What follows belongs to an exercise in optimizing a design on an open flow for small area, a short achievable clock period and few clock cycles per item; a production flow would make more cautious choices. In this exercise RTL edits were held to simulation tests only and were not proved equivalent to the original.

## flow/design.v (module list and top-level ports; edited modules follow where they fit)
// module murmur2_hash_bucket_select: 199 lines
// module mhbs_fa: 10 lines
// module mhbs_mulm: 491 lines
// module mhbs_modp1: 349 lines
// module mhbs_ws10: 116 lines
// module mhbs_ws6: 59 lines
// module mhbs_ws5: 45 lines
module murmur2_hash_bucket_select (
  input  logic        clk,
  input  logic        rst_n,
  input  logic        in_valid,
  output logic        in_stall,
  input  logic [31:0] in_data_word,
  input  logic [2:0]  in_valid_bytes,
  input  logic        in_last_word,
  input  logic [7:0]  in_key_length,
  output logic        out_valid,
  input  logic        out_stall,
  output logic [3:0]  out_bucket,
  output logic [31:0] out_hash_value,
  input  logic        cfg_valid,
  output logic        cfg_ready,
  input  logic        cfg_index,
  input  logic [31:0] cfg_data
);
  // ...
==> flow/run.sh <==
#!/bin/bash
# synth_recipe.tcl (not shown) runs the flow's synth.tcl, then flattens the netlist and writes it again
# the make line also repeats each setting of config.mk as NAME=value (left out here)
make -C /OpenROAD-flow-scripts/flow DESIGN_CONFIG=/design/flow/config.mk WORK_HOME=/design/flow/orfs CLKGATE_MAP_FILE= SYNTH_SCRIPT=/design/flow/synth_recipe.tcl finish
==> flow/config.mk <==
export PLATFORM = sky130hd
export DESIGN_NAME = murmur2_hash_bucket_select
export DESIGN_NICKNAME = murmur2_hash_bucket_select
export VERILOG_FILES = /design/flow/design.v
export SDC_FILE = /design/flow/constraint.sdc
export NUM_CORES = 4
export LEC_CHECK = 0
export CAP_MARGIN = 20
export CORE_MARGIN = 2
export CORE_UTILIZATION = 40
export SETUP_SLACK_MARGIN = 3
export SLEW_MARGIN = 20
export SYNTH_HIERARCHICAL = 1
export SYNTH_MINIMUM_KEEP_SIZE = 0
==> flow/constraint.sdc <==
create_clock -name core_clock -period 9.0 [get_ports {clk}]
set_input_delay 1.8000 -clock core_clock [delete_from_list [all_inputs] [get_ports {clk}]]
set_output_delay 1.8000 -clock core_clock [all_outputs]
set_load 0.01 [all_outputs]
==> results.sh, run 1 <==
export IMPL_status="no timing/DRC/antenna violations"
export IMPL_tapCellCount=1265
export IMPL_portBuffers=119
export IMPL_min_path_type="register to register"
export IMPL_grt_use_met3=0.0303
export IMPL_routedLengthMet1_um=45100
export IMPL_critPathSlowestCell="fa_1"
export IMPL_finalSetupTns_ps=0
export IMPL_synth_compound_area_share=0.0655
export IMPL_reg2reg_depth=23
export IMPL_yosys_warnings=12
export IMPL_rsz0062_at_grt="true"
export IMPL_use_met1=0.300
export IMPL_final_clk_cell_share=0.0297
export IMPL_synth_fa_ha_area_frac=0.439
export IMPL_htree_levels=2
export IMPL_hpwlAfterDp_um=80600
export IMPL_dieArea_mm2=0.0984
export IMPL_wire_per_inst_um=21.9
export IMPL_buffers=374
export IMPL_drc=0
export IMPL_yosys_top_cells_area="fa_1, edfxtp_1, ha_1"
export IMPL_synth_xor_xnor_area_share=0.0809
export IMPL_num_vias=24800
export IMPL_hold_slack_ps=417
export IMPL_worst_pin_slew_ps=986
export IMPL_vias_per_cell=5.19
export IMPL_cts_buffer_depth=3
export IMPL_crit_path_start_kind="register"
export IMPL_use_met2=0.364
export IMPL_syn_avg_cell_area_um2=12.4
export IMPL_clkSinkCount=340
export IMPL_slew_viol_final=0
export IMPL_arrival_ps=5200
export IMPL_clk_latency_ps=590
export IMPL_syn_area_mm2=0.0384
Testbench counts, summed over its fixed seeds: cycles 19,770, keys 3,000.
==> inputs of run 2 (changes only) <==
--- a/flow/config.mk
+++ b/flow/config.mk
@@ -8,7 +8,7 @@
 export CAP_MARGIN = 20
 export CORE_MARGIN = 2
 export CORE_UTILIZATION = 40
-export SETUP_SLACK_MARGIN = 3
+export SETUP_SLACK_MARGIN = 4
 export SLEW_MARGIN = 20
 export SYNTH_HIERARCHICAL = 1
 export SYNTH_MINIMUM_KEEP_SIZE = 0
==> run 2 against run 1 <==
Effect of this change: via count increased by 6.2%; still clean on timing, DRC and antenna; clock-buffer cell count decreased by 4; maximum frequency increased by 0.74%; largest cell class unchanged; non-clock buffer count increased by 249; synthesized area unchanged; critical endpoint is now sp_r[4].
==> results.sh, run 2 <==
export IMPL_critPathSlowestCell="fa_1"
export IMPL_cts_tree="built"
export IMPL_final_setup_skew_ps=38.6
export IMPL_routed_wl_um=115000
export IMPL_die_h_um=314
export IMPL_cts_buffer_depth=3
export IMPL_async_flop_share=0
export IMPL_crit_path_start_kind="register"
export IMPL_finalHoldViolations=0
export IMPL_antenna_found_initial=0
export IMPL_vias_per_cell=5.23
export IMPL_wire_per_inst_um=22.8
export IMPL_arrival_ps=7270
export IMPL_slew_headroom=0.365
export IMPL_cpMostUsedCell="fa_1"
export IMPL_final_common_cell="fa_1"
export IMPL_yosys_most_used_dff="edfxtp_1"
export IMPL_numCtsBuffers=39
export IMPL_worstPathRequired_ps=9320
export IMPL_min_from="o_r[23]"
export IMPL_worst_pin_slew_ps=952
export IMPL_start_util=0.404
export IMPL_cts_hold_buffers_added=0
export IMPL_min_path_cells=0
export IMPL_gr_total_overflow=0
export IMPL_cts_root_buf="clkbuf_16"
export IMPL_synthTopCellsByCount="fa_1, edfxtp_1, inv_1, xnor2_1, nand2_1"
export IMPL_synth_seq_cells=340
export IMPL_die_x_um=314
export IMPL_hold_slack_ps=415
export IMPL_fillCellCount=7970
export IMPL_cap_violations=0
export IMPL_clkTransAtPathRegs_ps=70
export IMPL_fin_crit_ps=6950
export IMPL_synth_edff_count=295
export IMPL_path_cells="buf_4 > nand2b_4 > o21ai_1 > a22o_2 > and2_1 > fa_1 > fa_2 > fa_1 > fa_1 > fa_1 > ha_4 > a21o_1 > a21oi_2 > xnor2_2 > and2_4 > fa_1 > fa_1 > fa_1 > fa_2 > a21o_1 > a21oi_2 > xnor2_1"
export IMPL_initialDrtViolationCount=2112
export IMPL_cpPeakStageDelay_ps=570
export IMPL_area_growth_pct=32.0
export IMPL_ant_nets=0
export IMPL_grt_pass1_wl_um=173000
export IMPL_status="no timing/DRC/antenna violations"
export IMPL_finalSetupTns_ps=0
export IMPL_fin_nets=4724
export IMPL_ys_types=71
export IMPL_rows=113
export IMPL_layout_drive_gt1_share=0.323
export IMPL_syn_area_mm2=0.0384
export IMPL_reg2reg_slack_ps=2050
export IMPL_syn_avg_cell_area_um2=12.4
export IMPL_dieArea_mm2=0.0984
export IMPL_final_cell_mix="fa_1, buf_4, edfxtp_1"
export IMPL_synth_top_area_frac=0.385
export IMPL_max_clock_freq_mhz=144
export IMPL_grt_start_max_net_pins=74
export IMPL_reg2reg_depth=22
export IMPL_grt_usage=0.234
export IMPL_drtPass1Iterations=7
export IMPL_yosys_warnings=12
export IMPL_num_vias=26400
export IMPL_drc=0
export IMPL_yosysTopAreaCell="fa_1"
export IMPL_slew_viol_final=0
export IMPL_rsz0062_at_grt="true"
export IMPL_reg2reg_from="sm1_r[0]"
export IMPL_period_share=0.772
export IMPL_hpwlAfterDp_um=81500
export IMPL_routabilityCongestion=0.888
export IMPL_io_pins=121
export IMPL_end_kind="register"
export IMPL_reg2reg_to="sp_r[4]"
export IMPL_synth_most_common_cell="fa_1"
export IMPL_clk_latency_ps=580
export IMPL_htree_levels=2
export IMPL_seq_area_frac_synth=0.254
export IMPL_portBuffers=119
export IMPL_synthCells=3106
export IMPL_worstHoldEndpoint="out_hash_r[23]"
export IMPL_crit_type="register to register"
export IMPL_setup_violations_final=0
export IMPL_grt_pass1_vias=28100
export IMPL_min_path_type="register to register"
export IMPL_clkSinkCount=340
export IMPL_cp_max_fo=7
export IMPL_utilization=0.533
export IMPL_yosys_top_cells_area="fa_1, edfxtp_1, ha_1"
export IMPL_core_region_area_mm2=0.0950
[run 2: layout make-up]
| type | count | area [um2] | area share |
|---|---|---|---|
| multi-input cells | 2456 | 31200 | 0.615 |
| flip-flops and latches | 340 | 9770 | 0.193 |
| repair buffers | 623 | 5750 | 0.113 |
| well taps | 1265 | 1580 | 0.0312 |
| inverters | 277 | 1100 | 0.0217 |
| clock buffers | 47 | 1090 | 0.0215 |
| clock inverters | 24 | 208 | 0.00410 |
| diodes | 2 | 5.00 | 0.0000988 |
[run 2: critical path: cells and delay by family (launching register included)]
kind	cells	cell delay, ps
buffers and inverters	1	140
DFF	1	360
adders and majority gates	10	4600
AOI/OAI and AO/OA	6	980
xor gates and xnor gates	2	190
and+or+nand+nor	3	420
[run 2: worst max-delay path by stage]
stage,from,end,slack [ps],depth (start not counted)
finish,sm1_r[0],sp_r[4],2050,22
global route,sm1_r[1],sp_r[4],1820,23
CTS,sm1_r[0],out_bucket[2],1980,17
detailed placement,sm1_r[2],out_bucket[2],1330,17
global placement,sm1_r[2],out_bucket[1],1380,17
floorplan,sm1_r[0],sp_r[4],2340,22
[run 2: timing repair]
item | in CTS | in global routing
gates resized for setup | 375 | 218
pin swaps | 217 | 223
endpoints found under the setup margin | 90 | 71
gates cloned | 6 | 0
buffers inserted | 344 | 125
[run 2: Yosys stat by module, one instance, submodules excluded]
module,times used,cells,area (um2)
murmur2_hash_bucket_select,1,1012,14300
mhbs_mulm,4,261,1770
mhbs_modp1,1,176,1250
mhbs_ws10,1,66,520
mhbs_ws6,1,42,335
mhbs_ws5,1,37,308
mhbs_fa,729,1,20.0
[run 2: per-stage QoR]
stage | std cells | instance area, um2 | setup slack, ps
floorplan | 3144 | 40300 | 2340
global placement | 4485 | 42700 | 1380
detailed placement | 4485 | 42700 | 1330
CTS | 4906 | 48700 | 1980
global route | 5032 | 50700 | 1820
finish | 5034 | 50700 | 2050
[run 2: cell families (layout without fill, tap and decap cells)]
group                    count (synthesis)  count (layout)  synth area share
adder cells (fa/ha/maj)                905             905             0.439
AND/OR/NAND/NOR                        647             649            0.0878
AO/OA/AOI/OAI                          386             386            0.0655
XOR/XNOR                               353             353            0.0809
buffers and inverters                  350             971            0.0370
flip-flops                             340             340             0.254
multiplexers                           123             123            0.0349
other                                    2              42          0.000196
[run 2: routing by layer]
layer	vias to the layer above	global-route usage	part of all wire
met4	0	0.0674	0.032
li1	11500	-	-
met3	194	0.0303	0.060
met5	-	0	0
met2	909	0.389	0.49
met1	13700	0.322	0.42
==> module murmur2_hash_bucket_select, before the edit <==
module murmur2_hash_bucket_select (
  input  logic        clk,
  input  logic        rst_n,
  input  logic        in_valid,
  output logic        in_stall,
  input  logic [31:0] in_data_word,
  input  logic [2:0]  in_valid_bytes,
  input  logic        in_last_word,
  input  logic [7:0]  in_key_length,
  output logic        out_valid,
  input  logic        out_stall,
  output logic [3:0]  out_bucket,
  output logic [31:0] out_hash_value,
  input  logic        cfg_valid,
  output logic        cfg_ready,
  input  logic        cfg_index,
  input  logic [31:0] cfg_data
);
  logic [31:0] seed_r;
  logic [3:0]  sm1_r;        
  logic        adv;
  logic        in_acc;
  logic        in_key_r;     
  logic        seen_r;       
  logic [7:0]  klen_r;       
  logic        v0, blk0, tl0, last0, init0, zk0;
  logic [31:0] w0;
  logic [7:0]  len0;
  logic        v1, blk1, tl1, last1, init1, zk1;
  logic [31:0] k1_r;
  logic [7:0]  len1;
  logic        v2, blk2, tl2, last2, init2, zk2;
  logic [31:0] k2_r;
  logic [7:0]  len2;
  logic [31:0] h_r;
  logic        fv, fzk;
  logic [7:0]  flen;
  logic        gv;
  logic [31:0] g_r;
  logic        mv;
  logic [31:0] o_r;
  logic [9:0]  p1_r;
  logic [4:0]  sp_r;
  logic        out_valid_r;
  logic [31:0] out_hash_r;
  assign adv       = !(out_valid_r && out_stall);
  assign in_stall  = !adv;
  assign in_acc    = in_valid && adv;
  assign cfg_ready = 1'b1;
  assign out_valid      = out_valid_r;
  assign out_hash_value = out_hash_r;
  logic        i_first, i_ne, i_seen, i_blk;
  logic [7:0]  i_len;
  logic [31:0] i_w;
  always_comb begin
    i_first = !in_key_r;
    i_len   = i_first ? in_key_length : klen_r;
    i_ne    = (in_valid_bytes != 3'd0);
    i_blk   = in_valid_bytes[2];
    i_seen  = !i_first && seen_r;
    i_w[7:0]   = in_data_word[7:0];
    i_w[15:8]  = in_data_word[15:8]  & {8{i_blk | in_valid_bytes[1]}};
    i_w[23:16] = in_data_word[23:16] & {8{i_blk | (in_valid_bytes[1:0] == 2'd3)}};
    i_w[31:24] = in_data_word[31:24] & {8{i_blk}};
  end
  always_ff @(posedge clk) begin
    if (!rst_n) begin
      in_key_r <= 1'b0;
      seen_r   <= 1'b0;
      v0       <= 1'b0;
    end else if (adv) begin
      v0 <= in_valid;
      if (in_valid) begin
        in_key_r <= !in_last_word;
        seen_r   <= (i_seen || i_ne) && !in_last_word;
      end
    end
  end
  always_ff @(posedge clk) begin
    if (adv) begin
      if (in_valid && i_first) klen_r <= in_key_length;
      w0    <= i_w;
      blk0  <= i_blk;
      tl0   <= i_ne && !i_blk;
      last0 <= in_last_word;
      init0 <= i_ne && !i_seen;
      zk0   <= !i_ne && in_last_word && !i_seen;
      len0  <= i_len;
    end
  end
  logic [31:0] k1_m, k1_x, k2_m;
  assign k1_x = {k1_r[31:8], k1_r[7:0] ^ k1_r[31:24]};
  mhbs_mulm u_mul_k1 (.x(w0),   .y(k1_m));
  mhbs_mulm u_mul_k2 (.x(k1_x), .y(k2_m));
  always_ff @(posedge clk) begin
    if (!rst_n) begin
      v1 <= 1'b0;
      v2 <= 1'b0;
    end else if (adv) begin
      v1 <= v0;
      v2 <= v1;
    end
  end
  always_ff @(posedge clk) begin
    if (adv) begin
      k1_r  <= blk0 ? k1_m : w0;
      blk1  <= blk0;
      tl1   <= tl0;
      last1 <= last0;
      init1 <= init0;
      zk1   <= zk0;
      len1  <= len0;
      k2_r  <= blk1 ? k2_m : k1_r;
      blk2  <= blk1;
      tl2   <= tl1;
      last2 <= last1;
      init2 <= init1;
      zk2   <= zk1;
      len2  <= len1;
    end
  end
  logic [31:0] sl2, h_in, h_a, h_p, h_n;
  assign sl2  = seed_r ^ {24'b0, len2};
  assign h_in = init2 ? sl2 : h_r;
  assign h_a  = h_in ^ (k2_r & {32{tl2}});
  mhbs_mulm u_mul_h (.x(h_a), .y(h_p));
  assign h_n  = h_p ^ (k2_r & {32{blk2}});
  always_ff @(posedge clk) begin
    if (adv && v2 && (blk2 || tl2)) h_r <= h_n;
  end
  always_ff @(posedge clk) begin
    if (!rst_n) begin
      fv <= 1'b0;
    end else if (adv) begin
      fv <= v2 && last2;
    end
  end
  always_ff @(posedge clk) begin
    if (adv) begin
      fzk  <= zk2;
      flen <= len2;
    end
  end
  logic [31:0] f_h, f_x, f_g;
  assign f_h = fzk ? (seed_r ^ {24'b0, flen}) : h_r;
  assign f_x = f_h ^ (f_h >> 13);
  mhbs_mulm u_mul_f (.x(f_x), .y(f_g));
  always_ff @(posedge clk) begin
    if (!rst_n) begin
      gv          <= 1'b0;
      mv          <= 1'b0;
      out_valid_r <= 1'b0;
    end else if (adv) begin
      gv          <= fv;
      mv          <= gv;
      out_valid_r <= mv;
    end
  end
  logic [31:0] m_o;
  logic [27:0] nib_w;
  logic [39:0] bit_w;
  logic [9:0]  p1;
  logic [5:0]  p2;
  logic [4:0]  p3;
  logic [3:0]  p4;
  logic [4:0]  p4d;
  assign m_o   = g_r ^ (g_r >> 15);
  assign nib_w = mhbs_pkg::nib_wt(sm1_r);
  assign bit_w = mhbs_pkg::bit_wt(sm1_r);
  mhbs_modp1 u_p1 (.x(m_o),  .c(nib_w),        .s(p1));
  mhbs_ws10  u_p2 (.v(p1_r), .w(bit_w),        .s(p2));
  mhbs_ws6   u_p3 (.v(p2),   .w(bit_w[23:0]),  .s(p3));
  mhbs_ws5   u_p4 (.v(sp_r), .w(bit_w[19:0]),  .s(p4));
  assign p4d        = {1'b0, p4} - {1'b0, sm1_r} - 5'd1;
  assign out_bucket = p4d[4] ? p4 : p4d[3:0];
  always_ff @(posedge clk) begin
    if (adv) begin
      g_r        <= f_g;
      o_r        <= m_o;
      p1_r       <= p1;
      out_hash_r <= o_r;
      sp_r       <= p3;
    end
  end
  always_ff @(posedge clk) begin
    if (!rst_n) begin
      seed_r <= mhbs_pkg::RESET_SEED;
      sm1_r  <= mhbs_pkg::RESET_SM1;
    end else if (cfg_valid) begin
      if (cfg_index) begin
        if (cfg_data[4:0] == 5'd0)     sm1_r <= 4'd0;
        else if (cfg_data[4] && cfg_data[3:0] != 4'd0) sm1_r <= 4'd15;
        else                           sm1_r <= 4'(cfg_data[4:0] - 5'd1);
      end else begin
        seed_r <= cfg_data;
      end
    end
  end
endmodule
==> inputs of run 3 (changes only) <==
--- a/flow/design.v
+++ b/flow/design.v
@@ -1,19 +1,19 @@
 package mhbs_pkg;
   localparam logic [31:0] MIX_MUL       = 32'h5bd1_e995;
   localparam logic [31:0] RESET_SEED    = 32'h1234_abcd;
-  localparam logic [3:0]  RESET_SM1     = 4'd1;
+  localparam logic [15:0] RESET_SSEL    = 16'h0002;
   localparam logic [447:0] NIB_WT_T = 448'h0000000111111128428423193193444444435194356666666714714700000002142142444444411111110000000111111100000000000000;
-  function automatic logic [27:0] nib_wt(logic [3:0] d);
+  function automatic logic [27:0] nib_wt(logic [15:0] sel);
     nib_wt = '0;
     for (int i = 0; i < 16; i++) begin
-      if (d == 4'(i)) nib_wt = nib_wt | NIB_WT_T[28*i +: 28];
+      nib_wt = nib_wt | ({28{sel[i]}} & NIB_WT_T[28*i +: 28]);
     end
   endfunction
   localparam logic [639:0] BIT_WT_T = 640'h00000084212184218421842842842159bc63842184848484216379a584212684268421842157842100000004211421421421242424242121342134210000000021212121212100000000010000000000;
-  function automatic logic [39:0] bit_wt(logic [3:0] d);
+  function automatic logic [39:0] bit_wt(logic [15:0] sel);
     bit_wt = '0;
     for (int i = 0; i < 16; i++) begin
-      if (d == 4'(i)) bit_wt = bit_wt | BIT_WT_T[40*i +: 40];
+      bit_wt = bit_wt | ({40{sel[i]}} & BIT_WT_T[40*i +: 40]);
     end
   endfunction
 endpackage
@@ -36,7 +36,8 @@
   input  logic [31:0] cfg_data
 );
   logic [31:0] seed_r;
-  logic [3:0]  sm1_r;        
+  logic [15:0] ssel_r;       
+  logic [3:0]  sm1;          
   logic        adv;
   logic        in_acc;
   logic        in_key_r;     
@@ -184,13 +185,17 @@
   logic [3:0]  p4;
   logic [4:0]  p4d;
   assign m_o   = g_r ^ (g_r >> 15);
-  assign nib_w = mhbs_pkg::nib_wt(sm1_r);
-  assign bit_w = mhbs_pkg::bit_wt(sm1_r);
+  assign nib_w = mhbs_pkg::nib_wt(ssel_r);
+  assign bit_w = mhbs_pkg::bit_wt(ssel_r);
   mhbs_modp1 u_p1 (.x(m_o),  .c(nib_w),        .s(p1));
   mhbs_ws10  u_p2 (.v(p1_r), .w(bit_w),        .s(p2));
   mhbs_ws6   u_p3 (.v(p2),   .w(bit_w[23:0]),  .s(p3));
   mhbs_ws5   u_p4 (.v(sp_r), .w(bit_w[19:0]),  .s(p4));
-  assign p4d        = {1'b0, p4} - {1'b0, sm1_r} - 5'd1;
+  always_comb begin
+    sm1 = '0;
+    for (int i = 0; i < 16; i++) sm1 = sm1 | ({4{ssel_r[i]}} & 4'(i));
+  end
+  assign p4d        = {1'b0, p4} - {1'b0, sm1} - 5'd1;
   assign out_bucket = p4d[4] ? p4 : p4d[3:0];
   always_ff @(posedge clk) begin
     if (adv) begin
@@ -201,18 +206,19 @@
       sp_r       <= p3;
     end
   end
+  logic [3:0] cfg_sm1;
+  always_comb begin
+    if (cfg_data[4:0] == 5'd0)                        cfg_sm1 = 4'd0;
+    else if (cfg_data[4] && cfg_data[3:0] != 4'd0)    cfg_sm1 = 4'd15;
+    else                                              cfg_sm1 = 4'(cfg_data[4:0] - 5'd1);
+  end
   always_ff @(posedge clk) begin
     if (!rst_n) begin
       seed_r <= mhbs_pkg::RESET_SEED;
-      sm1_r  <= mhbs_pkg::RESET_SM1;
+      ssel_r <= mhbs_pkg::RESET_SSEL;
     end else if (cfg_valid) begin
-      if (cfg_index) begin
-        if (cfg_data[4:0] == 5'd0)     sm1_r <= 4'd0;
-        else if (cfg_data[4] && cfg_data[3:0] != 4'd0) sm1_r <= 4'd15;
-        else                           sm1_r <= 4'(cfg_data[4:0] - 5'd1);
-      end else begin
-        seed_r <= cfg_data;
-      end
+      if (cfg_index) ssel_r <= 16'b1 << cfg_sm1;
+      else           seed_r <= cfg_data;
     end
   end
 endmodule
--- a/flow/config.mk
+++ b/flow/config.mk
@@ -8,7 +8,7 @@
 export CAP_MARGIN = 20
 export CORE_MARGIN = 2
 export CORE_UTILIZATION = 40
-export SETUP_SLACK_MARGIN = 4
+export SETUP_SLACK_MARGIN = 3
 export SLEW_MARGIN = 20
 export SYNTH_HIERARCHICAL = 1
 export SYNTH_MINIMUM_KEEP_SIZE = 0
==> run 3 against run 2 <==
Effect of this change: flip-flop and latch count is 11 higher; critical path type is now register to output port; hold slack worse by 11 ps; sequential share of layout area is 2.6 points higher; register-to-register slack worse by 240 ps; wire length is 6.9% lower; global-route usage is 1.5 points lower; synthesized cell count is 0.45% higher; first-iteration DRC count is 8.2% lower; clock skew is 4.6 ps lower; via count is 5.3% lower; non-clock buffer count is 256 lower.
==> results.sh, run 3 <==
export IMPL_status="no timing/DRC/antenna violations"
export IMPL_setup_violations_final=0
export IMPL_cts_root_buf="clkbuf_16"
export IMPL_drtPass1Iterations=5
export IMPL_synth_most_common_cell="fa_1"
export IMPL_synth_fa_ha_area_frac=0.435
export IMPL_synthTopCellsByCount="fa_1, edfxtp_1, inv_1, xnor2_1, nand2_1"
export IMPL_clkSinkCount=351
export IMPL_finalSetupTns_ps=0
export IMPL_end_kind="output port"
export IMPL_cap_violations=0
export IMPL_htree_levels=2
export IMPL_gr_total_overflow=0
export IMPL_numCtsBuffers=41
export IMPL_async_flop_share=0
export IMPL_yosys_most_used_dff="edfxtp_1"
export IMPL_cpPeakStageDelay_ps=530
export IMPL_synth_xor_xnor_area_share=0.0797
export IMPL_worstPathRequired_ps=7200
export IMPL_ant_nets=0
export IMPL_routed_wl_um=107000
export IMPL_rows=114
export IMPL_crit_path_start_kind="register"
export IMPL_yosys_top_cells_area="fa_1, edfxtp_1, ha_1"
export IMPL_cts_tree="built"
export IMPL_arrival_ps=5420
export IMPL_synthCells=3120
export IMPL_fin_crit_ps=7220
export IMPL_clkTransAtPathRegs_ps=70
export IMPL_synth_compound_area_share=0.0635
export IMPL_die_h_um=315
export IMPL_path_cells="or2_4 > or3_4 > or2_4 > and2_4 > fa_1 > fa_1 > fa_1 > ha_1 > a21o_1 > a21oi_2 > xnor3_1 > xnor2_2 > ha_1 > o21ai_1 > nand2b_1 > buf_4 > mux2_4 > buf_2"
export IMPL_hpwlAfterDp_um=83000
export IMPL_max_clock_freq_mhz=138
export IMPL_core_region_area_mm2=0.0964
export IMPL_yosysTopAreaCell="fa_1"
export IMPL_cts_buffer_depth=3
export IMPL_die_x_um=315
export IMPL_slew_headroom=0.329
export IMPL_reg2reg_slack_ps=1810
export IMPL_synth_top_area_frac=0.381
export IMPL_routabilityCongestion=0.922
export IMPL_io_pins=121
export IMPL_antenna_found_initial=2
export IMPL_fin_nets=4488
export IMPL_drc=0
export IMPL_final_setup_skew_ps=34.0
export IMPL_portBuffers=119
export IMPL_grt_use_met3=0.0290
export IMPL_period_share=0.803
export IMPL_use_met2=0.366
export IMPL_final_cell_mix="fa_1, edfxtp_1, inv_1"
export IMPL_cts_hold_buffers_added=0
export IMPL_grt_pass1_wl_um=163000
export IMPL_wire_per_inst_um=22.2
export IMPL_area_growth_pct=18.1
export IMPL_final_common_cell="fa_1"
export IMPL_layout_drive_gt1_share=0.175
export IMPL_yosys_warnings=12
export IMPL_critPathSlowestCell="fa_1"
export IMPL_place_area_mm2=0.0420
export IMPL_start_util=0.402
export IMPL_clk_latency_ps=590
export IMPL_fin_area_mm2=0.0458
export IMPL_seq_area_frac_synth=0.257
export IMPL_grt_usage=0.219
export IMPL_synth_top_family_by_area="adder cells"
export IMPL_layout_cells_non_filler=4811
export IMPL_use_met1=0.302
export IMPL_synthMuxAreaShare=0.0352
export IMPL_synth_edff_count=295
export IMPL_ys_types=73
export IMPL_crit_type="register to output port"
export IMPL_initialDrtViolationCount=1939
export IMPL_finalHoldViolations=0
export IMPL_syn_avg_cell_area_um2=12.4
export IMPL_slew_viol_final=0
export IMPL_globalRoute_busiestLayer="met2"
export IMPL_grt_pass1_vias=26500
export IMPL_synth_seq_cells=351
export IMPL_num_vias=24900
export IMPL_cpMostUsedCell="fa_1"
export IMPL_vias_per_cell=5.19
export IMPL_min_path_type="register to register"
export IMPL_fillCellCount=8696
export IMPL_worst_pin_slew_ps=1000
export IMPL_rsz0062_at_grt="true"
export IMPL_yosys_area_share_simple=0.0920
export IMPL_syn_area_mm2=0.0388
export IMPL_dieArea_mm2=0.0994
export IMPL_cp_max_fo=4
export IMPL_grt_start_max_net_pins=72
export IMPL_placed_cells_incl_taps=4546
[run 3: path summary, 6_finish.rpt]
path	to	start	depth (start not counted)
setup reg to reg	sp_r[3]	ssel_r[4]	22
setup / recovery	out_bucket[0]	ssel_r[8]	18
hold reg to reg	len1[2]	len0[2]	0
hold / removal	len1[2]	len0[2]	0
[run 3: cell type report]
type / count / area, um2 / area share
clock buffer: 51 / 1140 / 0.0248
timing repair buffer: 367 / 3330 / 0.0727
inverter: 287 / 1100 / 0.0241
clock inverter: 25 / 204 / 0.00445
multi-input combinational: 2453 / 28400 / 0.620
antenna: 1 / 2.50 / 0.0000547
tap: 1276 / 1600 / 0.0349
sequential: 351 / 10000 / 0.219
[run 3: kinds of logic after synthesis]
family,count (synthesis)
and+or+nand+nor,681
xor gates and xnor gates,351
AOI/OAI and AO/OA,351
muxes,125
other,2
buffers and inverters,354
DFF,351
adders and majority gates,905
[run 3: worst max-delay path: cells and delay by family, from the launching register on]
family	cells	cell delay (ps)
XOR/XNOR	2	410
buffers and inverters	2	300
multiplexers	1	280
flip-flops	1	340
AO/OA/AOI/OAI	3	380
adder cells (fa/ha/maj)	5	2020
AND/OR/NAND/NOR	5	1140
[run 3: per-layer routing]
| metal | vias up | share of wire | routed length (um) |
|---|---|---|---|
| met3 | 159 | 0.057 | 6100 |
| li1 | 11100 | - | - |
| met2 | 805 | 0.49 | 51900 |
| met4 | 2 | 0.026 | 2770 |
| met1 | 12900 | 0.43 | 46100 |
| met5 | - | 0.00010 | 11 |
[run 3: through the flow]
| step | hold slack [ps] | util | setup WS [ps] |
|---|---|---|---|
| after global placement | 401 | 0.435 | 1650 |
| after CTS | 412 | 0.457 | 1660 |
| after detailed placement | 405 | 0.435 | 1590 |
| after floorplan | 400 | - | 2120 |
| final | 404 | 0.475 | 1780 |
| after global routing | 418 | 0.475 | 1580 |
[run 3: what timing repair did]
action	4_1_cts	5_1_grt
resized for setup	101	118
gates cloned	0	2
endpoints found under the setup margin	53	43
buffers inserted	38	148
pin swaps	39	66
[run 3: modules after synthesis (local to each module, per instance)]
module | flip-flops and latches | cells inside | cell area, um2
mhbs_ws6 | 0 | 42 | 335
mhbs_ws5 | 0 | 37 | 308
mhbs_fa | 0 | 1 | 20.0
mhbs_mulm | 0 | 262 | 1780
murmur2_hash_bucket_select | 351 | 1022 | 14600
mhbs_ws10 | 0 | 66 | 520
mhbs_modp1 | 0 | 176 | 1250
Testbench counts of run 3, summed over its fixed seeds: cycles 19,770, keys 3,000.
==> inputs of run 4 (changes only) <==
--- a/flow/design.v
+++ b/flow/design.v
@@ -1,20 +1,84 @@
 package mhbs_pkg;
   localparam logic [31:0] MIX_MUL       = 32'h5bd1_e995;
   localparam logic [31:0] RESET_SEED    = 32'h1234_abcd;
-  localparam logic [15:0] RESET_SSEL    = 16'h0002;
-  localparam logic [447:0] NIB_WT_T = 448'h0000000111111128428423193193444444435194356666666714714700000002142142444444411111110000000111111100000000000000;
-  function automatic logic [27:0] nib_wt(logic [15:0] sel);
-    nib_wt = '0;
+  localparam logic [3:0]  RESET_SM1     = 4'd1;
+  localparam int unsigned WT_NV = 55;
+  localparam logic [879:0] WT_T = 880'h0000025800000043088cb222222610a2296a10a112cde672d8c98cb8485125c444448c6f6acb6a328749a1169799999b42115f2f8a38a700000058000000284511b42842889091457111112109a22ec8888890000001800000042448a72222224000000200000000000000000000;
+  function automatic logic [54:0] wt_var(logic [3:0] d);
+    wt_var = '0;
     for (int i = 0; i < 16; i++) begin
-      nib_wt = nib_wt | ({28{sel[i]}} & NIB_WT_T[28*i +: 28]);
+      if (d == 4'(i)) wt_var = wt_var | WT_T[55*i +: 55];
     end
   endfunction
-  localparam logic [639:0] BIT_WT_T = 640'h00000084212184218421842842842159bc63842184848484216379a584212684268421842157842100000004211421421421242424242121342134210000000021212121212100000000010000000000;
-  function automatic logic [39:0] bit_wt(logic [15:0] sel);
-    bit_wt = '0;
-    for (int i = 0; i < 16; i++) begin
-      bit_wt = bit_wt | ({40{sel[i]}} & BIT_WT_T[40*i +: 40]);
-    end
+  function automatic logic [67:0] wt_all(logic [54:0] v);
+    wt_all[0] = v[0];
+    wt_all[1] = v[1];
+    wt_all[2] = v[2];
+    wt_all[3] = 1'b0;
+    wt_all[4] = v[3];
+    wt_all[5] = v[4];
+    wt_all[6] = v[5];
+    wt_all[7] = v[6];
+    wt_all[8] = v[7];
+    wt_all[9] = v[8];
+    wt_all[10] = v[9];
+    wt_all[11] = v[10];
+    wt_all[12] = v[11];
+    wt_all[13] = v[12];
+    wt_all[14] = v[13];
+    wt_all[15] = v[14];
+    wt_all[16] = v[15];
+    wt_all[17] = v[16];
+    wt_all[18] = v[17];
+    wt_all[19] = v[18];
+    wt_all[20] = v[19];
+    wt_all[21] = v[20];
+    wt_all[22] = v[21];
+    wt_all[23] = v[22];
+    wt_all[24] = v[23];
+    wt_all[25] = v[24];
+    wt_all[26] = v[25];
+    wt_all[27] = 1'b0;
+    wt_all[28] = v[26];
+    wt_all[29] = 1'b0;
+    wt_all[30] = 1'b0;
+    wt_all[31] = 1'b0;
+    wt_all[32] = 1'b0;
+    wt_all[33] = v[27];
+    wt_all[34] = 1'b0;
+    wt_all[35] = 1'b0;
+    wt_all[36] = v[28];
+    wt_all[37] = 1'b0;
+    wt_all[38] = v[29];
+    wt_all[39] = 1'b0;
+    wt_all[40] = v[30];
+    wt_all[41] = v[31];
+    wt_all[42] = 1'b0;
+    wt_all[43] = v[32];
+    wt_all[44] = v[33];
+    wt_all[45] = v[34];
+    wt_all[46] = v[35];
+    wt_all[47] = 1'b0;
+    wt_all[48] = v[36];
+    wt_all[49] = v[37];
+    wt_all[50] = v[38];
+    wt_all[51] = v[39];
+    wt_all[52] = v[40];
+    wt_all[53] = 1'b0;
+    wt_all[54] = v[41];
+    wt_all[55] = v[42];
+    wt_all[56] = v[43];
+    wt_all[57] = v[44];
+    wt_all[58] = v[45];
+    wt_all[59] = v[46];
+    wt_all[60] = v[47];
+    wt_all[61] = v[48];
+    wt_all[62] = v[49];
+    wt_all[63] = v[50];
+    wt_all[64] = v[51];
+    wt_all[65] = v[52];
+    wt_all[66] = v[53];
+    wt_all[67] = v[54];
   endfunction
 endpackage
 module murmur2_hash_bucket_select (
@@ -36,8 +100,8 @@
   input  logic [31:0] cfg_data
 );
   logic [31:0] seed_r;
-  logic [15:0] ssel_r;       
-  logic [3:0]  sm1;          
+  logic [3:0]  sm1_r;        
+  logic [mhbs_pkg::WT_NV-1:0] wv_r;   
   logic        adv;
   logic        in_acc;
   logic        in_key_r;     
@@ -185,17 +249,12 @@
   logic [3:0]  p4;
   logic [4:0]  p4d;
   assign m_o   = g_r ^ (g_r >> 15);
-  assign nib_w = mhbs_pkg::nib_wt(ssel_r);
-  assign bit_w = mhbs_pkg::bit_wt(ssel_r);
+  assign {bit_w, nib_w} = mhbs_pkg::wt_all(wv_r);
   mhbs_modp1 u_p1 (.x(m_o),  .c(nib_w),        .s(p1));
   mhbs_ws10  u_p2 (.v(p1_r), .w(bit_w),        .s(p2));
   mhbs_ws6   u_p3 (.v(p2),   .w(bit_w[23:0]),  .s(p3));
   mhbs_ws5   u_p4 (.v(sp_r), .w(bit_w[19:0]),  .s(p4));
-  always_comb begin
-    sm1 = '0;
-    for (int i = 0; i < 16; i++) sm1 = sm1 | ({4{ssel_r[i]}} & 4'(i));
-  end
-  assign p4d        = {1'b0, p4} - {1'b0, sm1} - 5'd1;
+  assign p4d        = {1'b0, p4} - {1'b0, sm1_r} - 5'd1;
   assign out_bucket = p4d[4] ? p4 : p4d[3:0];
   always_ff @(posedge clk) begin
     if (adv) begin
@@ -215,10 +274,15 @@
   always_ff @(posedge clk) begin
     if (!rst_n) begin
       seed_r <= mhbs_pkg::RESET_SEED;
-      ssel_r <= mhbs_pkg::RESET_SSEL;
+      sm1_r  <= mhbs_pkg::RESET_SM1;
+      wv_r   <= mhbs_pkg::wt_var(mhbs_pkg::RESET_SM1);
     end else if (cfg_valid) begin
-      if (cfg_index) ssel_r <= 16'b1 << cfg_sm1;
-      else           seed_r <= cfg_data;
+      if (cfg_index) begin
+        sm1_r <= cfg_sm1;
+        wv_r  <= mhbs_pkg::wt_var(cfg_sm1);
+      end else begin
+        seed_r <= cfg_data;
+      end
     end
   end
 endmodule
==> run 4 against run 3 <==
Effect of this change: highest routed layer is now met4; sequential share of layout area is essentially flat; utilization grew 0.46 points; design area grew 4.7%; still clean on timing, DRC and antenna; largest cell class unchanged; flip-flop and latch count grew 25; final cell count grew 4.0%; critical path depth grew 1.
==> results.sh, run 4 <==
export IMPL_clkTransAtPathRegs_ps=70
export IMPL_synth_most_common_cell="fa_1"
export IMPL_final_setup_skew_ps=45.4
export IMPL_min_from="len1[6]"
export IMPL_top_layer="met4"
export IMPL_cp_max_fo=4
export IMPL_place_area_mm2=0.0435
export IMPL_clk_latency_ps=610
export IMPL_crit_path_start_kind="register"
export IMPL_final_common_cell="fa_1"
export IMPL_routedLengthMet1_um=47500
export IMPL_cts_root_buf="clkbuf_16"
export IMPL_synth_top_area_frac=0.366
export IMPL_clkSinkCount=376
export IMPL_layout_drive_gt1_share=0.183
export IMPL_worst_pin_slew_ps=1100
export IMPL_yosys_warnings=12
export IMPL_yosys_top_cells_area="fa_1, edfxtp_1, ha_1"
export IMPL_routabilityCongestion=0.927
export IMPL_rsz0062_at_grt="true"
export IMPL_initialDrtViolationCount=2111
export IMPL_max_clock_freq_mhz=153
export IMPL_rows=116
export IMPL_hpwlAfterDp_um=84800
export IMPL_ys_types=86
export IMPL_ant_nets=0
export IMPL_slew_viol_final=0
export IMPL_fin_area_mm2=0.0479
export IMPL_area_growth_pct=18.9
export IMPL_numCtsBuffers=41
export IMPL_status="no timing/DRC/antenna violations"
export IMPL_portBuffers=119
export IMPL_synth_seq_cells=376
export IMPL_period_share=0.727
export IMPL_hold_slack_ps=384
export IMPL_start_util=0.403
export IMPL_htree_levels=2
export IMPL_fin_crit_ps=6550
export IMPL_vias_per_cell=5.27
export IMPL_route_met2_wl_um=54200
export IMPL_startpoint="p1_r[7]"
export IMPL_slew_headroom=0.265
export IMPL_arrival_ps=6870
export IMPL_dieArea_mm2=0.103
export IMPL_antenna_found_initial=0
export IMPL_seq_area_frac_synth=0.260
export IMPL_grt_pass1_wl_um=169000
export IMPL_finalSetupTns_ps=0
export IMPL_finalHoldViolations=0
export IMPL_cts_buffer_depth=3
export IMPL_cts_tree="built"
export IMPL_die_h_um=322
export IMPL_syn_avg_cell_area_um2=12.2
export IMPL_worstPathRequired_ps=9320
export IMPL_grt_start_max_net_pins=80
export IMPL_yosys_most_used_dff="edfxtp_1"
export IMPL_synthTopCellsByCount="fa_1, edfxtp_1, inv_1, xnor2_1, and2_1"
export IMPL_routed_wl_um=111000
export IMPL_gr_total_overflow=0
export IMPL_grt_usage=0.217
export IMPL_synth_edff_count=295
export IMPL_end_kind="register"
export IMPL_num_vias=26400
export IMPL_cap_violations=0
export IMPL_syn_area_mm2=0.0403
export IMPL_reg2reg_slack_ps=2450
export IMPL_final_cell_mix="fa_1, edfxtp_1, inv_1"
export IMPL_async_flop_share=0
export IMPL_yosysTopAreaCell="fa_1"
export IMPL_grt_pass1_vias=27800
export IMPL_drtPass1Iterations=8
export IMPL_reg2reg_from="p1_r[7]"
export IMPL_fillCellCount=8892
export IMPL_core_region_area_mm2=0.100
export IMPL_die_x_um=322
export IMPL_wire_per_inst_um=22.2
export IMPL_largest_register="wv_r"
export IMPL_fin_nets=4660
export IMPL_crit_type="register to register"
export IMPL_min_path_type="register to register"
export IMPL_io_pins=121
export IMPL_synthCells=3299
export IMPL_met3_length_um=6320
export IMPL_drc=0
export IMPL_largest_register_ffs=36
export IMPL_setup_violations_final=0
-- run 4: cell types whose count changed after synthesis, sizes merged, moves of 9 or more --
cell,change
a211o,+9
a21o,-18
a21oi,+17
clkbuf,+10
dfxtp,+25
nor2,+37
nor3,+22
o21ai,+45
o22ai,+11
or2,-17
or3,+14
xnor2,-9
-- run 4: modules after synthesis, one instance, submodules excluded --
module                      copies in the design  area (um2)
mhbs_fa                                      729        20.0
mhbs_ws6                                       1         335
mhbs_mulm                                      4        1920
murmur2_hash_bucket_select                     1       15600
mhbs_ws5                                       1         308
mhbs_modp1                                     1        1250
mhbs_ws10                                      1         520
-- run 4: through the flow --
stage                     instances  setup slack [ps]   util
final                          5005              2450  0.479
after global routing           5003              2280  0.479
after CTS                      4873              2430  0.464
after global placement         4718              2030  0.435
after floorplan                3337              2790      -
after detailed placement       4718              1910  0.435
-- run 4: final timing paths --
kind | to | cells after the start
max | sp_r[4] | 19
min | len2[6] | 0
max reg2reg | sp_r[4] | 19
min reg2reg | len2[6] | 0
-- run 4: logic make-up after synthesis --
logic type                 share of synthesized area
muxes                                         0.0340
buffers and inverters                         0.0365
DFF                                            0.260
xor gates and xnor gates                      0.0753
adders and majority gates                      0.418
and+or+nand+nor                                0.100
AOI/OAI and AO/OA                             0.0755
other                                       0.000186
-- run 4: timing repair --
action,in CTS,in global routing
hold buffers,0,0
pin swaps,48,53
endpoints found under the setup margin,45,32
buffers inserted,78,126
cloned,2,4
resized for setup,140,97
-- run 4: critical path, cell delays in order (launching register included) --
cell      delay [ps]
edfxtp_1         430
and2_4           170
fa_1             510
fa_2             550
fa_1             420
fa_1             510
fa_1             450
ha_4             310
o21ai_2           60
o21bai_1         200
a21oi_2          100
xnor2_2          160
and2_4           180
fa_1             470
fa_1             520
fa_1             460
fa_2             370
a21o_1           170
a21oi_2          140
xnor2_1           80
-- run 4: area by class of cell --
class                           count  area [um2]  share of cell area
Multi-Input combinational cell   2601       29900               0.624
Clock buffer                       49        1140              0.0237
Tap cell                         1298        1620              0.0339
Clock inverter                     26         324             0.00676
Sequential cell                   376       10500               0.219
Inverter                          283        1080              0.0226
Antenna cell                        2        5.00            0.000104
Timing Repair Buffer              370        3360              0.0700
-- run 4: metal layers --
| metal | vias to the layer above | track usage |
|---|---|---|
| li1 | 11700 | - |
| met1 | 13700 | 0.298 |
| met2 | 810 | 0.356 |
| met3 | 153 | 0.0289 |
| met4 | 0 | 0.0674 |
| met5 | - | 0 |
Testbench counts of run 4, summed over its fixed seeds: cycles 19,770, keys 3,000.
==> inputs of run 5 (changes only) <==
--- a/flow/design.v
+++ b/flow/design.v
@@ -124,7 +124,10 @@
   logic        mv;
   logic [31:0] o_r;
   logic [9:0]  p1_r;
-  logic [4:0]  sp_r;
+  logic        xv;
+  logic [31:0] x_r;
+  logic [5:0]  p2_r;
+  logic [3:0]  p4_r;
   logic        out_valid_r;
   logic [31:0] out_hash_r;
   assign adv       = !(out_valid_r && out_stall);
@@ -233,11 +236,13 @@
     if (!rst_n) begin
       gv          <= 1'b0;
       mv          <= 1'b0;
+      xv          <= 1'b0;
       out_valid_r <= 1'b0;
     end else if (adv) begin
       gv          <= fv;
       mv          <= gv;
-      out_valid_r <= mv;
+      xv          <= mv;
+      out_valid_r <= xv;
     end
   end
   logic [31:0] m_o;
@@ -252,17 +257,19 @@
   assign {bit_w, nib_w} = mhbs_pkg::wt_all(wv_r);
   mhbs_modp1 u_p1 (.x(m_o),  .c(nib_w),        .s(p1));
   mhbs_ws10  u_p2 (.v(p1_r), .w(bit_w),        .s(p2));
-  mhbs_ws6   u_p3 (.v(p2),   .w(bit_w[23:0]),  .s(p3));
-  mhbs_ws5   u_p4 (.v(sp_r), .w(bit_w[19:0]),  .s(p4));
-  assign p4d        = {1'b0, p4} - {1'b0, sm1_r} - 5'd1;
-  assign out_bucket = p4d[4] ? p4 : p4d[3:0];
+  mhbs_ws6   u_p3 (.v(p2_r), .w(bit_w[23:0]),  .s(p3));
+  mhbs_ws5   u_p4 (.v(p3),   .w(bit_w[19:0]),  .s(p4));
+  assign p4d        = {1'b0, p4_r} - {1'b0, sm1_r} - 5'd1;
+  assign out_bucket = p4d[4] ? p4_r : p4d[3:0];
   always_ff @(posedge clk) begin
     if (adv) begin
       g_r        <= f_g;
       o_r        <= m_o;
       p1_r       <= p1;
-      out_hash_r <= o_r;
-      sp_r       <= p3;
+      x_r        <= o_r;
+      p2_r       <= p2;
+      out_hash_r <= x_r;
+      p4_r       <= p4;
     end
   end
   logic [3:0] cfg_sm1;
==> run 5 against run 4 <==
Effect of this change: design area is 0.42% higher; wire length is 1.1% higher; via count is 0.34% higher; flip-flop and latch count is 38 higher; worst setup slack better by 620 ps; hold slack better by 28 ps; clock skew is 11 ps lower; critical path depth is 2 lower; largest cell class unchanged; highest routed layer is now met5.
==> results.sh, run 5 <==
export IMPL_status="no timing/DRC/antenna violations"
export IMPL_async_flop_share=0
export IMPL_synthMuxAreaShare=0.0331
export IMPL_io_pins=121
export IMPL_finalHoldViolations=0
export IMPL_place_area_mm2=0.0447
export IMPL_synthTopCellsByCount="fa_1, edfxtp_1, inv_1, xnor2_1"
export IMPL_crit_path_start_kind="register"
export IMPL_seq_area_frac_synth=0.281
export IMPL_layout_cells_non_filler=5074
export IMPL_synth_compound_area_share=0.0736
export IMPL_use_met1=0.294
export IMPL_slew_viol_final=0
export IMPL_synth_seq_cells=414
export IMPL_fin_crit_ps=5920
export IMPL_cap_violations=0
export IMPL_vias_per_cell=5.22
export IMPL_portBuffers=119
export IMPL_htree_levels=2
export IMPL_num_vias=26500
export IMPL_synth_xor_xnor_area_share=0.0731
export IMPL_final_setup_skew_ps=34.4
export IMPL_synth_top_area_frac=0.357
export IMPL_routabilityCongestion=0.884
export IMPL_wire_per_inst_um=22.2
export IMPL_grt_start_max_net_pins=99
export IMPL_die_x_um=326
export IMPL_grt_use_met3=0.0355
export IMPL_layout_drive_gt1_share=0.151
export IMPL_gr_total_overflow=0
export IMPL_fin_nets=4653
export IMPL_rsz0062_at_grt="true"
export IMPL_final_common_cell="fa_1"
export IMPL_rows=117
export IMPL_yosys_area_share_simple=0.0964
export IMPL_hpwlAfterDp_um=86600
export IMPL_cts_root_buf="clkbuf_16"
export IMPL_min_path_type="register to register"
export IMPL_largest_register="wv_r"
export IMPL_use_met2=0.344
export IMPL_yosys_most_used_dff="edfxtp_1"
export IMPL_cpMostUsedCell="fa_1"
export IMPL_numCtsBuffers=47
export IMPL_clkTransAtPathRegs_ps=60
export IMPL_die_h_um=326
export IMPL_cts_hold_buffers_added=0
export IMPL_globalRoute_busiestLayer="met2"
export IMPL_synthCells=3334
export IMPL_routed_wl_um=113000
export IMPL_worstPathRequired_ps=9380
export IMPL_max_clock_freq_mhz=169
export IMPL_synth_fa_ha_area_frac=0.407
export IMPL_fin_area_mm2=0.0481
export IMPL_dieArea_mm2=0.106
export IMPL_syn_avg_cell_area_um2=12.4
export IMPL_finalSetupTns_ps=0
export IMPL_slew_headroom=0.301
export IMPL_synth_edff_count=332
export IMPL_period_share=0.658
export IMPL_initialDrtViolationCount=1974
export IMPL_yosys_warnings=12
export IMPL_antenna_found_initial=2
export IMPL_drtPass1Iterations=7
export IMPL_end_kind="register"
export IMPL_path_cells="xor2_1 > nor2_1 > a21oi_4 > clkinvlp_4 > fa_1 > inv_1 > fa_1 > fa_1 > fa_1 > fa_1 > ha_1 > or3_1 > a221oi_2 > nor2_1 > o31ai_4 > o22ai_1 > o21bai_1"
export IMPL_yosysTopAreaCell="fa_1"
export IMPL_cpPeakStageDelay_ps=580
export IMPL_crit_type="register to register"
export IMPL_cts_buffer_depth=3
export IMPL_worst_pin_slew_ps=1050
export IMPL_area_growth_pct=16.3
export IMPL_ys_types=83
export IMPL_final_cell_mix="fa_1, edfxtp_1, inv_1"
export IMPL_grt_pass1_wl_um=169000
export IMPL_ant_nets=0
export IMPL_synth_most_common_cell="fa_1"
export IMPL_start_util=0.405
export IMPL_grt_pass1_vias=27600
export IMPL_critPathSlowestCell="fa_1"
export IMPL_largest_register_ffs=36
export IMPL_setup_violations_final=0
export IMPL_core_region_area_mm2=0.102
export IMPL_arrival_ps=6300
export IMPL_grt_usage=0.212
export IMPL_cp_max_fo=8
export IMPL_cts_tree="built"
export IMPL_syn_area_mm2=0.0414
export IMPL_placed_cells_incl_taps=4842
export IMPL_clk_latency_ps=630
export IMPL_clkSinkCount=414
export IMPL_synth_top_family_by_area="adder cells"
export IMPL_drc=0
export IMPL_yosys_top_cells_area="fa_1, edfxtp_1, ha_1"
## run 5: worst paths after layout
check / end / slack [ps] / start / cells after the start
hold reg to reg: x_r[22] / 410 / o_r[22] / 0
setup reg to reg: g_r[30] / 3080 / h_r[16] / 17
setup / recovery: g_r[30] / 3080 / h_r[16] / 17
hold / removal: x_r[22] / 410 / o_r[22] / 0
## run 5: per-layer routing
metal | share of wire | wire length (um)
met3 | 0.059 | 6650
met5 | 0.00012 | 13
met4 | 0.028 | 3150
met2 | 0.48 | 53800
met1 | 0.44 | 49000
## run 5: kinds of logic after synthesis
| kind of cell | Yosys count |
|---|---|
| AO/OA/AOI/OAI | 428 |
| XOR/XNOR | 344 |
| adder cells (fa/ha/maj) | 905 |
| buffers and inverters | 359 |
| flip-flops | 414 |
| multiplexers | 126 |
| other | 2 |
| AND/OR/NAND/NOR | 756 |
## run 5: worst max-delay path: cells and delay by family, from the launching register on
kind            cells  cell delay, ps
compound gates      5            1280
xor+xnor            1             250
fa+ha+maj           6            2740
buf+inv             2             330
flops               1             480
simple gates        3             610
## run 5: what timing repair did
item | in CTS | in global routing
endpoints found under the hold margin | 0 | 0
buffers inserted | 21 | 116
pin swaps | 8 | 40
gates resized for setup | 38 | 94
endpoints found under the setup margin | 30 | 28
gates cloned | 0 | 6
## run 5: modules after synthesis (local to each module, per instance)
module                      flip-flops and latches  copies in the design  cells
mhbs_mulm                                        0                     4    273
mhbs_modp1                                       0                     1    176
mhbs_ws6                                         0                     1     42
murmur2_hash_bucket_select                     414                     1   1192
mhbs_ws5                                         0                     1     37
mhbs_ws10                                        0                     1     66
mhbs_fa                                          0                   729      1
## run 5: stage by stage
stage	hold slack (ps)	setup WS, ps	util
floorplan	400	3000	-
finish	413	3080	0.471
detailed placement	405	2090	0.437
CTS	418	2890	0.457
global placement	401	2150	0.437
global route	420	2900	0.471
## run 5: area by class of cell
type | count | area (um2)
repair buffers | 321 | 2890
diodes | 1 | 2.50
fillers | 9310 | 54000
flip-flops and latches | 414 | 11600
multi-input cells | 2599 | 29200
clock buffers | 59 | 1270
well taps | 1368 | 1710
inverters | 283 | 1080
clock inverters | 29 | 357
Testbench counts of run 5, summed over its fixed seeds: cycles 19,780, keys 3,000.
==> inputs of run 6 (changes only) <==
--- a/flow/config.mk
+++ b/flow/config.mk
@@ -7,7 +7,7 @@
 export LEC_CHECK = 0
 export CAP_MARGIN = 20
 export CORE_MARGIN = 2
-export CORE_UTILIZATION = 40
+export CORE_UTILIZATION = 60
 export SETUP_SLACK_MARGIN = 3
 export SLEW_MARGIN = 20
 export SYNTH_HIERARCHICAL = 1
==> run 6 against run 5 <==
Effect of this change: design area decreased by 2.0%; synthesized area is the same; utilization increased by 22 points; worst setup slack better by 40 ps; largest cell class unchanged; sequential share of layout area rose by 0.49 points; critical path type unchanged; register-to-register slack better by 40 ps; flip-flop and latch count stayed put.
==> results.sh, run 6 <==
export IMPL_synth_top_area_frac=0.357
export IMPL_end_kind="register"
export IMPL_syn_avg_cell_area_um2=12.4
export IMPL_slew_headroom=0.399
export IMPL_cp_max_fo=4
export IMPL_core_region_area_mm2=0.0685
export IMPL_slew_viol_final=0
export IMPL_clkTransAtPathRegs_ps=70
export IMPL_async_flop_share=0
export IMPL_cts_hold_buffers_added=0
export IMPL_status="no timing/DRC/antenna violations"
export IMPL_rows=96
export IMPL_worstPathRequired_ps=9340
export IMPL_yosysTopAreaCell="fa_1"
export IMPL_cts_tree="built"
export IMPL_vias_per_cell=5.93
export IMPL_htree_levels=2
export IMPL_drtPass1Iterations=7
export IMPL_synthTopCellsByCount="fa_1, edfxtp_1, inv_1, xnor2_1"
export IMPL_start_util=0.604
export IMPL_synth_most_common_cell="fa_1"
export IMPL_min_path_type="register to register"
export IMPL_gr_total_overflow=0
export IMPL_seqCellArea_mm2=0.0116
export IMPL_multi_input_area_mm2=0.0292
export IMPL_setup_violations_final=0
export IMPL_grt_usage=0.324
export IMPL_arrival_ps=6220
export IMPL_final_setup_skew_ps=36.4
export IMPL_grt_pass1_vias=28800
export IMPL_critPathSlowestCell="fa_1"
export IMPL_final_cell_mix="fa_1, edfxtp_1, inv_1"
export IMPL_synth_seq_cells=414
export IMPL_routabilityCongestion=0.938
export IMPL_hpwlAfterDp_um=87900
export IMPL_fillCellCount=4886
export IMPL_reg2reg_slack_ps=3120
export IMPL_die_h_um=267
export IMPL_largest_register="wv_r"
export IMPL_worst_pin_slew_ps=899
export IMPL_num_vias=27000
export IMPL_synthCells=3334
export IMPL_yosys_warnings=12
export IMPL_dieArea_mm2=0.0711
export IMPL_period_share=0.654
export IMPL_drc=0
export IMPL_max_clock_freq_mhz=170
export IMPL_yosys_most_used_dff="edfxtp_1"
export IMPL_portBuffers=119
export IMPL_fin_nets=4623
export IMPL_path_cells="and2_1 > fa_1 > fa_1 > fa_2 > fa_2 > a21o_1 > a21oi_2 > xnor2_1 > and2_4 > fa_1 > fa_1 > fa_1 > ha_1 > a21o_1 > a21oi_2 > xnor3_1 > xnor2_2"
export IMPL_fin_crit_ps=5880
export IMPL_clk_latency_ps=620
export IMPL_diodes=0
export IMPL_synth_edff_count=332
export IMPL_layout_drive_gt1_share=0.138
export IMPL_area_growth_pct=14.0
export IMPL_cpMostUsedCell="fa_1"
export IMPL_crit_path_start_kind="register"
export IMPL_cpPeakStageDelay_ps=570
export IMPL_syn_area_mm2=0.0414
export IMPL_rsz0062_at_grt="true"
export IMPL_finalSetupTns_ps=0
export IMPL_antenna_found_initial=0
export IMPL_finalHoldViolations=0
export IMPL_cts_buffer_depth=3
export IMPL_grt_pass1_wl_um=171000
export IMPL_ant_nets=0
export IMPL_final_common_cell="fa_1"
export IMPL_seq_area_frac_synth=0.281
export IMPL_yosys_top_cells_area="fa_1, edfxtp_1, ha_1"
export IMPL_routed_wl_um=113000
export IMPL_wire_per_inst_um=24.7
export IMPL_io_pins=121
export IMPL_cap_violations=0
export IMPL_cts_root_buf="clkbuf_16"
export IMPL_initialDrtViolationCount=2374
export IMPL_crit_type="register to register"
export IMPL_die_x_um=267
export IMPL_grt_start_max_net_pins=147
export IMPL_clkSinkCount=414
export IMPL_largest_register_ffs=36
export IMPL_ys_types=83
export IMPL_numCtsBuffers=48
==> run 6: stage by stage <==
stage | area, um2 | setup slack, ps | cells | hold slack (ps) | util
after floorplan | 41700 | 3000 | 3372 | 400 | -
after global placement | 44000 | 2210 | 4348 | 400 | 0.642
after detailed placement | 44000 | 2180 | 4348 | 405 | 0.642
after CTS | 46200 | 2950 | 4469 | 393 | 0.674
after global routing | 47200 | 2930 | 4558 | 403 | 0.689
final | 47200 | 3120 | 4558 | 409 | 0.689
==> run 6: worst paths after layout <==
path / startpoint / endpoint / cells after the start
worst min-delay path: len0[1] / len1[1] / 0
worst max register to register: p2_r[3] / p4_r[3] / 17
worst max-delay path: p2_r[3] / p4_r[3] / 17
worst min register to register: len0[1] / len1[1] / 0
==> run 6: timing repair <==
| action | CTS | global route |
|---|---|---|
| pin swaps | 16 | 21 |
| setup buffers | 31 | 87 |
| endpoints found under the hold margin | 0 | 0 |
| gates resized for setup | 40 | 64 |
| setup endpoints to repair | 33 | 26 |
| gates cloned | 0 | 2 |
==> run 6: final cells by class <==
class                           instances  area share
Multi-Input combinational cell       2599       0.618
Sequential cell                       414       0.246
Timing Repair Buffer                  290      0.0549
Clock buffer                           60      0.0282
Tap cell                              882      0.0234
Inverter                              283      0.0229
Clock inverter                         30     0.00642
==> run 6: per-layer routing <==
layer	vias to the layer above	track usage	part of all wire	wire (um)
li1	11700	-	-	-
met1	14000	0.418	0.39	44300
met2	1051	0.557	0.50	56800
met3	277	0.0474	0.062	6990
met4	0	0.124	0.042	4680
met5	-	0	0	0
==> run 6: critical path: cells and delay by family (launching register included) <==
kind,cells,cell delay [ps]
fa+ha+maj,8,3660
compound gates,4,680
xor+xnor,3,540
flops,1,420
simple gates,2,330
==> run 6: Yosys stat by module (local to each module, per instance) <==
module | cell area (um2) | times used | cells inside | flops+latches
mhbs_ws6 | 335 | 1 | 42 | 0
mhbs_fa | 20.0 | 729 | 1 | 0
murmur2_hash_bucket_select | 16700 | 1 | 1192 | 414
mhbs_mulm | 1920 | 4 | 273 | 0
mhbs_ws5 | 308 | 1 | 37 | 0
mhbs_modp1 | 1250 | 1 | 176 | 0
mhbs_ws10 | 520 | 1 | 66 | 0
==> run 6: cell families (layout without fill, tap and decap cells) <==
group / Yosys count / in the layout / share of synthesized area
other: 2 / 40 / 0.000181
xor gates and xnor gates: 344 / 344 / 0.0731
AOI/OAI and AO/OA: 428 / 428 / 0.0736
and+or+nand+nor: 756 / 756 / 0.0964
adders and majority gates: 905 / 905 / 0.407
DFF: 414 / 414 / 0.281
muxes: 126 / 126 / 0.0331
buffers and inverters: 359 / 663 / 0.0356
==> inputs of run 7 (changes only) <==
--- a/flow/config.mk
+++ b/flow/config.mk
@@ -8,7 +8,7 @@
 export CAP_MARGIN = 20
 export CORE_MARGIN = 2
 export CORE_UTILIZATION = 60
-export SETUP_SLACK_MARGIN = 3
+export SETUP_SLACK_MARGIN = 3.5
 export SLEW_MARGIN = 20
 export SYNTH_HIERARCHICAL = 1
 export SYNTH_MINIMUM_KEEP_SIZE = 0
==> run 7 against run 6 <==
Effect of this change: non-clock buffer count grew 217; first-iteration DRC count shrank 4.5%; design area grew 7.7%; critical endpoint unchanged.
==> results.sh, run 7 <==
export IMPL_fin_area_mm2=0.0508
export IMPL_startpoint="p2_r[5]"
export IMPL_setup_violations_final=0
export IMPL_routabilityCongestion=0.965
export IMPL_drc=0
export IMPL_cts_tree="built"
export IMPL_clkSinkCount=414
export IMPL_yosys_top_cells_area="fa_1, edfxtp_1, ha_1"
export IMPL_utilization=0.742
export IMPL_cts_root_buf="clkbuf_16"
export IMPL_dieArea_mm2=0.0711
export IMPL_max_clock_freq_mhz=175
export IMPL_yosys_warnings=12
export IMPL_layout_drive_gt1_share=0.246
export IMPL_grt_start_max_net_pins=149
export IMPL_num_vias=28400
export IMPL_finalSetupTns_ps=0
export IMPL_async_flop_share=0
export IMPL_finalHoldViolations=0
export IMPL_io_pins=121
export IMPL_crit_type="register to register"
export IMPL_final_common_cell="fa_1"
export IMPL_synth_seq_cells=414
export IMPL_reg2reg_from="p2_r[5]"
export IMPL_start_util=0.604
export IMPL_rsz0062_at_grt="true"
export IMPL_portBuffers=119
export IMPL_cts_hold_buffers_added=0
export IMPL_worstPathRequired_ps=9340
export IMPL_vias_per_cell=5.95
export IMPL_slew_headroom=0.320
export IMPL_worst_pin_slew_ps=1020
export IMPL_crit_path_start_kind="register"
export IMPL_fillCellCount=4503
export IMPL_antenna_found_initial=1
export IMPL_syn_area_mm2=0.0414
export IMPL_routed_wl_um=122000
export IMPL_clkTransAtPathRegs_ps=60
export IMPL_wire_per_inst_um=25.5
export IMPL_core_region_area_mm2=0.0685
export IMPL_numCtsBuffers=46
export IMPL_largest_register="wv_r"
export IMPL_gr_total_overflow=0
export IMPL_final_cell_mix="fa_1, edfxtp_1, buf_4"
export IMPL_status="no timing/DRC/antenna violations"
export IMPL_min_path_type="register to register"
export IMPL_largest_register_ffs=36
export IMPL_initialDrtViolationCount=2268
export IMPL_min_from="x_r[8]"
export IMPL_rows=96
export IMPL_synth_edff_count=332
export IMPL_ys_types=83
export IMPL_period_share=0.637
export IMPL_synthTopCellsByCount="fa_1, edfxtp_1, inv_1, xnor2_1"
export IMPL_drtPass1Iterations=5
export IMPL_yosysTopAreaCell="fa_1"
export IMPL_area_growth_pct=22.8
export IMPL_grt_pass1_vias=30600
export IMPL_die_h_um=267
export IMPL_htree_levels=2
export IMPL_seq_area_frac_synth=0.281
export IMPL_arrival_ps=6070
export IMPL_place_area_mm2=0.0447
export IMPL_fin_crit_ps=5730
export IMPL_syn_avg_cell_area_um2=12.4
export IMPL_slew_viol_final=0
export IMPL_grt_usage=0.349
export IMPL_hpwlAfterDp_um=89100
export IMPL_end_kind="register"
export IMPL_ant_nets=0
export IMPL_synth_most_common_cell="fa_1"
export IMPL_die_x_um=267
export IMPL_synthCells=3334
export IMPL_cts_buffer_depth=3
export IMPL_cp_max_fo=4
export IMPL_yosys_most_used_dff="edfxtp_1"
export IMPL_fin_nets=4840
export IMPL_clk_latency_ps=610
export IMPL_cap_violations=0
export IMPL_final_setup_skew_ps=32.2
export IMPL_diodes=0
export IMPL_grt_pass1_wl_um=183000
export IMPL_synth_top_area_frac=0.357
[run 7: routing by layer]
layer / up-vias / wire length, um / GRT usage / part of all wire
met3: 405 / 7280 / 0.0488 / 0.060
met4: 0 / 7600 / 0.181 / 0.062
met1: 14600 / 46100 / 0.440 / 0.38
met5: - / 0 / 0 / 0
met2: 1288 / 60800 / 0.590 / 0.50
li1: 12100 / - / - / -
[run 7: kinds of logic (layout without fill, tap and decap cells)]
kind of cell,after synthesis,count (layout),synth area share
fa+ha+maj,905,905,0.407
simple gates,756,758,0.0964
compound gates,428,428,0.0736
flops,414,414,0.281
buf+inv,359,876,0.0356
xor+xnor,344,344,0.0731
mux,126,126,0.0331
other cells,2,40,0.000181
[run 7: final cells by class]
class	count	area [um2]	area share
clock buffers	55	1210	0.0237
clock inverters	31	365	0.00719
inverters	283	1090	0.0215
multi-input cells	2601	30800	0.606
flip-flops and latches	414	11600	0.229
well taps	882	1100	0.0217
repair buffers	507	4620	0.0910
[run 7: repair_timing]
item,4_1_cts,5_1_grt
gates cloned,4,0
setup buffers,246,118
gates resized for setup,208,135
endpoints found under the setup margin,67,44
hold endpoints to repair,0,0
pin swaps,176,157
[run 7: per-module statistics from Yosys (local to each module, per instance)]
| module | flip-flops and latches | times used |
|---|---|---|
| mhbs_ws5 | 0 | 1 |
| mhbs_ws10 | 0 | 1 |
| mhbs_modp1 | 0 | 1 |
| mhbs_mulm | 0 | 4 |
| murmur2_hash_bucket_select | 414 | 1 |
| mhbs_ws6 | 0 | 1 |
| mhbs_fa | 0 | 729 |
[run 7: worst max-delay path, stage by stage, from the launching register on]
cell	delay, ps
edfxtp_1	410
and2_4	170
fa_1	570
fa_1	430
fa_1	500
fa_2	360
a21o_1	170
a21oi_2	170
xnor2_2	140
and2_4	170
fa_1	450
fa_1	540
fa_1	450
ha_1	290
a21o_1	170
a21oi_2	120
xnor3_1	230
xnor2_1	140
[run 7: through the flow]
stage	instances	setup slack, ps	hold WS (ps)
floorplan	3372	3470	400
global placement	4319	2020	400
detailed placement	4319	1990	405
CTS	4655	3150	419
global route	4773	3090	421
finish	4773	3270	416
[run 7: worst paths after layout]
path,slack [ps],cells after the start,endpoint
max,3270,17,p4_r[3]
min,420,0,out_hash_r[8]
max reg2reg,3270,17,p4_r[3]
min reg2reg,420,0,out_hash_r[8]

==> re-timing with driven ports <==
The flow's constraints put no driver on any port. The routed layouts listed below were extracted and timed again, unchanged, in two steps. Step 1 assumes that a clkbuf_16 drives the clock port and a buf_2 every other input. Step 2 adds t to the input delays and takes it off the output delays; t is the mean of the earliest and latest rising clock arrival at the registers after step 1. Input paths then give back, and output paths get back, about the clock's delay inside the block. Three values: ideal, step 1, step 2; two values: the first two.
run | shift t [ns] | setup WS [ns] | clock arrival spread, ns
run 1 | 0.629 | 1.996 / 1.934 / 2.018 | 0.044 / 0.043
run 2 | 0.623 | 2.048 / 1.985 / 2.048 | 0.039 / 0.039
run 3 | 0.634 | 1.776 / 1.716 / 1.806 | 0.034 / 0.034
run 4 | 0.653 | 2.453 / 2.453 / 2.453 | 0.048 / 0.048
run 5 | 0.677 | 3.076 / 3.076 / 3.076 | 0.035 / 0.035
run 6 | 0.664 | 3.116 / 3.116 / 3.116 | 0.037 / 0.036
run 7 | 0.663 | 3.271 / 3.271 / 3.271 | 0.036 / 0.036
After both steps every run listed still meets setup and hold.
